Background: an optimization exercise with open tools, aiming at small area, a short achievable clock period and few clock cycles per item. Do not read the settings as production practice.
Only simulation tests tie the RTL to the original design; equivalence was not proved.
Power and IR drop assume default switching activity.

<file path="flow/design.v">
package hlfr_pkg;
   localparam int BUF_DEPTH_DEF = 256;
   localparam int OPCODE_W = 2;
   localparam int BYTE_W   = 8;
   localparam int INDEX_W  = 8;
   localparam int COUNT_W  = 9;
   localparam int EVENT_W  = 3;
   localparam logic [OPCODE_W-1:0] OP_BYTE    = 2'd0;
   localparam logic [OPCODE_W-1:0] OP_RELEASE = 2'd1;
   localparam logic [OPCODE_W-1:0] OP_READ    = 2'd2;
   localparam logic [EVENT_W-1:0] EV_STORED    = 3'd0;
   localparam logic [EVENT_W-1:0] EV_DROP_DONE = 3'd1;
   localparam logic [EVENT_W-1:0] EV_BAD_FIRST = 3'd2;
   localparam logic [EVENT_W-1:0] EV_BAD_SECND = 3'd3;
   localparam logic [EVENT_W-1:0] EV_OVERFLOW  = 3'd4;
   localparam logic [EVENT_W-1:0] EV_TOO_LONG  = 3'd5;
   localparam logic [EVENT_W-1:0] EV_COMPLETE  = 3'd6;
   localparam logic [EVENT_W-1:0] EV_OTHER_OP  = 3'd7;
   localparam logic [BYTE_W-1:0]  SYNC_FIRST   = 8'h5A;
   localparam logic [BYTE_W-1:0]  SYNC_SECOND  = 8'hA5;
   localparam logic [COUNT_W-1:0] HEADER_BYTES = 9'd3;
   typedef struct packed {
      logic                 frame_done;
      logic [COUNT_W-1:0]   byte_count;
      logic [EVENT_W-1:0]   event_code;
   } hlfr_status_type;
endpackage
import hlfr_pkg::*;
module hlfr_ctrl
#(
   parameter int BUF_DEPTH = BUF_DEPTH_DEF
) (
   input  logic                  clock,
   input  logic                  reset,
   input  logic                  accept,
   input  logic [OPCODE_W-1:0]   opcode,
   input  logic [BYTE_W-1:0]     rx_byte,
   output logic                  wr_en,
   output logic [COUNT_W-1:0]    wr_pos,
   output hlfr_pkg::hlfr_status_type status
);
   logic [COUNT_W-1:0] count_ff, count_in;
   logic [COUNT_W-1:0] exp_ff, exp_in;
   logic               done_ff, done_in;
   logic [EVENT_W-1:0] event_code;
   logic [COUNT_W-1:0] count_inc;
   logic [COUNT_W-1:0] total;
   logic [COUNT_W-1:0] exp_chk;
   logic               store;
   always_comb begin
      count_in   = count_ff;
      exp_in     = exp_ff;
      done_in    = done_ff;
      event_code = EV_OTHER_OP;
      store      = 1'b0;
      count_inc  = count_ff + 9'd1;
      total      = {1'b0, rx_byte} + HEADER_BYTES;
      exp_chk    = exp_ff;
      case (opcode)
         OP_BYTE: begin
            if (done_ff) begin
               event_code = EV_DROP_DONE;
            end else if (count_ff == 9'd0 && rx_byte != SYNC_FIRST) begin
               exp_in     = '0;
               event_code = EV_BAD_FIRST;
            end else if (count_ff == 9'd1 && rx_byte != SYNC_SECOND) begin
               count_in   = '0;
               exp_in     = '0;
               event_code = EV_BAD_SECND;
            end else if (32'(count_ff) >= BUF_DEPTH) begin
               count_in   = '0;
               exp_in     = '0;
               event_code = EV_OVERFLOW;
            end else begin
               store      = 1'b1;
               count_in   = count_inc;
               event_code = EV_STORED;
               if (count_inc == HEADER_BYTES) begin
                  exp_chk = total;
                  exp_in  = total;
               end
               if (count_inc == HEADER_BYTES && 32'(total) > BUF_DEPTH) begin
                  count_in   = '0;
                  exp_in     = '0;
                  event_code = EV_TOO_LONG;
               end else if (exp_chk != 9'd0 && count_inc >= exp_chk) begin
                  done_in    = 1'b1;
                  exp_in     = '0;
                  event_code = EV_COMPLETE;
               end
            end
         end
         OP_RELEASE: begin
            count_in = '0;
            exp_in   = '0;
            done_in  = 1'b0;
         end
         default: begin
         end
      endcase
   end
   always_ff @(posedge clock) begin
      if (reset) begin
         count_ff <= '0;
         exp_ff   <= '0;
         done_ff  <= 1'b0;
      end else if (accept) begin
         count_ff <= count_in;
         exp_ff   <= exp_in;
         done_ff  <= done_in;
      end
   end
   assign wr_en             = accept && store;
   assign wr_pos            = count_ff;
   assign status.frame_done = done_in;
   assign status.byte_count = count_in;
   assign status.event_code = event_code;
endmodule
import hlfr_pkg::*;
module hlfr_store
#(
   parameter int BUF_DEPTH = BUF_DEPTH_DEF,
   localparam int AW = $clog2(BUF_DEPTH)
) (
   input  logic              clock,
   input  logic              wr_en,
   input  logic [AW-1:0]     wr_addr,
   input  logic [BYTE_W-1:0] wr_data,
   input  logic              rd_en,
   input  logic [AW-1:0]     rd_addr,
   output logic [BYTE_W-1:0] rd_data
);
   logic [BYTE_W-1:0] mem [BUF_DEPTH];
   logic [BYTE_W-1:0] rd_data_ff;
   always_ff @(posedge clock) begin
      if (wr_en) begin
         mem[wr_addr] <= wr_data;
      end
   end
   always_ff @(posedge clock) begin
      if (rd_en) begin
         rd_data_ff <= mem[rd_addr];
      end
   end
   assign rd_data = rd_data_ff;
endmodule
import hlfr_pkg::*;
module header_length_frame_receiver_core
#(
   parameter int BUF_DEPTH = BUF_DEPTH_DEF
) (
   input  logic                clock,
   input  logic                reset,
   input  logic                req_valid,
   output logic                req_ready,
   input  logic [OPCODE_W-1:0] req_opcode,
   input  logic [BYTE_W-1:0]   req_rx_byte,
   input  logic [INDEX_W-1:0]  req_read_index,
   output logic                rsp_valid,
   input  logic                rsp_ready,
   output logic                rsp_frame_done,
   output logic [COUNT_W-1:0]  rsp_byte_count,
   output logic [BYTE_W-1:0]   rsp_read_data,
   output logic [EVENT_W-1:0]  rsp_event_code
);
   localparam int AW = $clog2(BUF_DEPTH);
   logic               accept;
   logic               advance;
   logic               wr_en;
   logic [COUNT_W-1:0] wr_pos;
   logic [31:0]        wr_wide;
   logic [31:0]        rd_wide;
   logic               rd_hit;
   logic [BYTE_W-1:0]  mem_data;
   hlfr_pkg::hlfr_status_type status;
   logic               s1_valid_ff, s1_valid_in;
   hlfr_pkg::hlfr_status_type s1_stat_ff;
   logic               s1_rd_ff;
   logic               rsp_valid_ff, rsp_valid_in;
   hlfr_pkg::hlfr_status_type rsp_stat_ff;
   logic [BYTE_W-1:0]  rsp_data_ff;
   assign advance      = s1_valid_ff && (!rsp_valid_ff || rsp_ready);
   assign req_ready    = !s1_valid_ff || advance;
   assign accept       = req_valid && req_ready;
   assign wr_wide = 32'(wr_pos);
   assign rd_wide = 32'(req_read_index);
   assign rd_hit  = accept && req_opcode == OP_READ && 32'(req_read_index) < BUF_DEPTH;
   hlfr_ctrl #(.BUF_DEPTH(BUF_DEPTH)) u_ctrl (
      .clock  (clock),
      .reset  (reset),
      .accept (accept),
      .opcode (req_opcode),
      .rx_byte(req_rx_byte),
      .wr_en  (wr_en),
      .wr_pos (wr_pos),
      .status (status)
   );
   hlfr_store #(.BUF_DEPTH(BUF_DEPTH)) u_store (
      .clock  (clock),
      .wr_en  (wr_en),
      .wr_addr(wr_wide[AW-1:0]),
      .wr_data(req_rx_byte),
      .rd_en  (rd_hit),
      .rd_addr(rd_wide[AW-1:0]),
      .rd_data(mem_data)
   );
   assign s1_valid_in  = accept || (s1_valid_ff && !advance);
   assign rsp_valid_in = advance || (rsp_valid_ff && !rsp_ready);
   always_ff @(posedge clock) begin
      if (reset) begin
         s1_valid_ff  <= 1'b0;
         rsp_valid_ff <= 1'b0;
      end else begin
         s1_valid_ff  <= s1_valid_in;
         rsp_valid_ff <= rsp_valid_in;
      end
   end
   always_ff @(posedge clock) begin
      if (accept) begin
         s1_stat_ff <= status;
         s1_rd_ff   <= rd_hit;
      end
      if (advance) begin
         rsp_stat_ff <= s1_stat_ff;
         rsp_data_ff <= s1_rd_ff ? mem_data : '0;
      end
   end
   assign rsp_valid      = rsp_valid_ff;
   assign rsp_frame_done = rsp_stat_ff.frame_done;
   assign rsp_byte_count = rsp_stat_ff.byte_count;
   assign rsp_read_data  = rsp_data_ff;
   assign rsp_event_code = rsp_stat_ff.event_code;
endmodule
</file>
<file path="flow/run.sh">
#!/bin/bash
# synth_recipe.tcl (not shown) runs the flow's synth.tcl, then flattens the netlist and writes it again
# the make line also repeats each setting of config.mk as NAME=value (left out here)
make -C /OpenROAD-flow-scripts/flow DESIGN_CONFIG=/design/flow/config.mk WORK_HOME=/design/flow/orfs CLKGATE_MAP_FILE= SYNTH_SCRIPT=/design/flow/synth_recipe.tcl finish
</file>
<file path="flow/config.mk">
export PLATFORM = sky130hd
export DESIGN_NAME = header_length_frame_receiver_core
export DESIGN_NICKNAME = header_length_frame_receiver_core
export VERILOG_FILES = /design/flow/design.v
export SDC_FILE = /design/flow/constraint.sdc
export NUM_CORES = 4
export LEC_CHECK = 0
export CAP_MARGIN = 20
export CORE_MARGIN = 2
export CORE_UTILIZATION = 40
export SLEW_MARGIN = 20
</file>
<file path="flow/constraint.sdc">
create_clock -name core_clock -period 5.0 [get_ports {clock}]
set_input_delay 1.0000 -clock core_clock [delete_from_list [all_inputs] [get_ports {clock}]]
set_output_delay 1.0000 -clock core_clock [all_outputs]
set_load 0.01 [all_outputs]
</file>
==> results.txt <==
==> state kept, by name, summed over array words and instances, names as in the netlist <==
signal	count
u_ctrl.exp_ff	9
rsp_stat_ff	13
u_ctrl.count_ff	9
s1_rd_ff	1
rsp_valid_ff	1
u_store.mem	2048
rsp_data_ff	8
s1_valid_ff	1
s1_stat_ff	13
u_ctrl.done_ff	1
u_store.rd_data_ff	8
==> placed cells by master (no fill, tap or decap), types with 32 or more instances in the layout <==
cell type / synthesis / final
clkinv_1: 0 / 44
clkbuf_1: 131 / 51
buf_4: 0 / 325
mux4_2: 640 / 640
clkinv_2: 0 / 37
clkbuf_16: 0 / 211
edfxtp_1: 2091 / 2091
clkdlybuf4s50_1: 0 / 32
nand2_1: 73 / 68
a22oi_1: 43 / 43
nor2_1: 289 / 288
==> power by group <==
part	total (uW)	switching, uW	internal [uW]
combinational	1700	1010	686
clock	15600	6700	8850
sequential	19500	8.35	19500
==> kinds of logic (layout without fill, tap and decap cells) <==
| family | count (synthesis) | in the layout | share of synthesized area (%) |
|---|---|---|---|
| xor+xnor | 12 | 12 | 0.1279 |
| simple gates | 471 | 471 | 2.532 |
| buf+inv | 228 | 803 | 1.169 |
| other cells | 0 | 1 | 0 |
| flops | 2112 | 2112 | 76.92 |
| compound gates | 155 | 155 | 1.472 |
| mux | 642 | 642 | 17.57 |
| fa+ha+maj | 14 | 14 | 0.2132 |
==> critical path, cell delays in order, from the launching register on <==
cell and delay (ns):
dfxtp_1 0.43, inv_1 0.16, ha_1 0.30, or3b_4 0.42, a2111oi_4 0.43, and3_1 0.51
o21ai_0 0.20, ha_1 0.35, nor2b_1 0.14, o21ai_0 0.13, o21ai_0 0.13, or2_2 0.33
a31oi_4 0.23, nor3_1 0.09, or3_1 0.35
==> area by class of cell <==
class | count | area share (%)
diodes | 1 | 0.002634
clock buffers | 265 | 5.803
clock inverters | 123 | 1.333
inverters | 17 | 0.06718
multi-input cells | 1294 | 19.00
flip-flops and latches | 2112 | 66.54
well taps | 2688 | 3.541
repair buffers | 398 | 3.710
==> stage by stage <==
stage | hold slack (ns) | total power (uW) | worst slack, ns | util (%)
4_1_cts | 0.3863 | 37010 | 0.5584 | 46.45
5_1_grt | 0.4153 | 37770 | 0.2531 | 46.48
3_5_place_dp | 0.4045 | 21580 | 0.04897 | 43.14
2_1_floorplan | 0.4003 | 20730 | 1.126 | -
6_report | 0.4160 | 36730 | 0.5659 | 46.48
3_3_place_gp | 0.4036 | 21560 | 0.04069 | 43.14
==> cell usage after synthesis, drive strengths merged, types with 2 or more instances <==
master  count  area (um^2)
o32ai       2        17.52
nand2b      4        25.02
clkbuf    136        560.5
and3        4        25.02
or2         7        43.79
o31ai       3        22.52
buf        75        336.6
nand3      22        137.6
a31oi       6        52.55
nor3       12        70.07
nand3b      3        22.52
nand4      10        62.56
o211ai      2        33.78
nand2      73        274.0
or3b        2        20.02
a22oi      43        322.8
nor2      289         1085
o21ai      22        113.9
o221ai     10        87.58
o31a        2        17.52
ha         14        175.2
and2       13        86.33
nor3b       3        22.52
nor4b       3        26.28
a22o       20        175.2
or3         6        37.54
dfxtp      21        420.4
nor2b      11        68.82
mux4      640        14410
or4         3        22.52
xnor2       7        61.31
xor2        5        43.79
a221oi     17        148.9
o211a       2        20.02
nor4        3        18.77
inv        17        63.81
edfxtp   2091        62790
a21oi      13        65.06
==> final timing paths <==
kind	cells past startpoint	slack (ns)	startpoint	end
worst max-delay path	14	0.57	u_ctrl.count_ff[0]	s1_stat_ff[2]
worst min-delay path	0	0.42	s1_stat_ff[6]	rsp_stat_ff[6]
worst max register to register	14	0.57	u_ctrl.count_ff[0]	s1_stat_ff[2]
worst min register to register	0	0.42	s1_stat_ff[6]	rsp_stat_ff[6]
==> per-layer routing <==
metal	up-vias	part of all wire (%)	wire length (um)
met2	1377	50	100400
met3	235	6.7	13620
met1	21290	42	84250
met4	2	1.9	3883
li1	16210	-	-
met5	-	0.0064	13
==> results.toml <==
[cts]
numCtsBuffers = 209
clockBufferDepth = 3
h-tree-depth = 4
cts_sinks = 2112
clk_latency_ns = 0.84
hold_buffers = 0
cts_tree = "done"
clk_pin_slew_ns = 0.06
cts_root_buf = "clkbuf_16"
post_cts.repair.setup_buffers = 0
ctsResizeCount = 0

[sta]
post-route-period-util_pct = 88.68
hold_viol_final = 0
worst_slew_pin_slew_ns = 1.158
maxSlewViolCount = 0
tns_ns = 0
fmax_mhz = 225.5
fin_skew_ns = 0.04366
rsz0062_at_grt = "false"
setup_viol = 0
period_minus_slack_ns = 4.434
relSlewSlack_pct = 22.79

[power_and_ir_drop]
p_leak_uw = 0.02956
ir_drop_v = 0.0003162
power_density_nw_per_um2 = 386.7

[global_route]
first_global_vias = 39940
grt_pass1_wl_mm = 292.9
antenna_found_initial = 2
grt_overflow_total = 0
use_met3_pct = 3.639
grt_max_degree = 219
grtUsageMet2_pct = 31.79
grt_usage_pct = 19.34
use_met1_pct = 26.89
gr-max-usage-layer = "met2"

[cells_and_area]
multi_input_area_um2 = 18050
fin_cells = 6898
area_growth_pct = 15.59
fill_cells = 16850
drive_gt1_share_pct = 31.69
fin_nets = 4068
design_area_um2 = 94990
regArea_um2 = 63210

[setup_path]
cp_max_fo = 11
crit_type = "flop to flop"
worst_setup_path_end_kind = "flop"
crit_arrival_ns = 5.02
critical_path_required_ns = 5.58
startpoint_type = "flop"

[route]
drc_errors = 0
vias = 39110
wl_mm = 202.2
ant_nets = 0
first_pass_iters = 5
via_per_inst = 5.669
wl_per_cell_um = 29.31
drt_iter0_markers = 4244

[logic_synthesis]
synthesis.area_um2 = 82180
yosysWarnings = 3
ys.flop_type = "edfxtp_1"
yosysSeqAreaShare_pct = 76.92
async_flop_share_pct = 0
synth_cells = 3634
syn_area_per_cell_um2 = 22.61
ys_ff_latch = 2112
synthesis.nets = 3670
synth_edf_count = 2091
ys_types = 69

[floorplan]
num_rows = 166
die_h_um = 457.3
coreArea_um2 = 204400
start_util_pct = 40.21
die_w_um = 457.3
io_pins = 45
die_area_um2 = 209100

[status]
status = "finished clean"

[placement]
gp_congestion = 0.8351
hpwl_mm = 126.9
dp.cells = 6507
dpl_cell_area_um2 = 88160
io_buffers = 44

[worst_hold_path]
hp-class = "flop to flop"

[run]
drv_cap = 0
Testbench counts, summed over its fixed seeds: cycles 24,016, items 24,000.

## afterwards: timing with drivers on the ports
The flow's constraints put no driver on any port. The routed layout listed below was extracted and timed again, unchanged, in two steps.
Step 1, drivers: a clkbuf_16 drives clock and a buf_2 each remaining input, both assumed.
Step 2 also shifts input and output timing later by t, the mid clock arrival at the registers, as if the neighbouring blocks saw the same clock.
a / b / c = ideal ports / drivers / drivers and shift; a / b = the first two.
shift t [ns]: 0.905
slack for setup (ns): 0.566 / 0.566 / 0.086
worst setup path at the end: input to register
clock arrival spread, ns: 0.048 / 0.048
slew at the worst register clock pin (ns): 0.07 / 0.07
After both steps this run still meets setup and hold. The setup slack of this run moves by 0.000 ns with the drivers and by -0.480 ns with both steps.
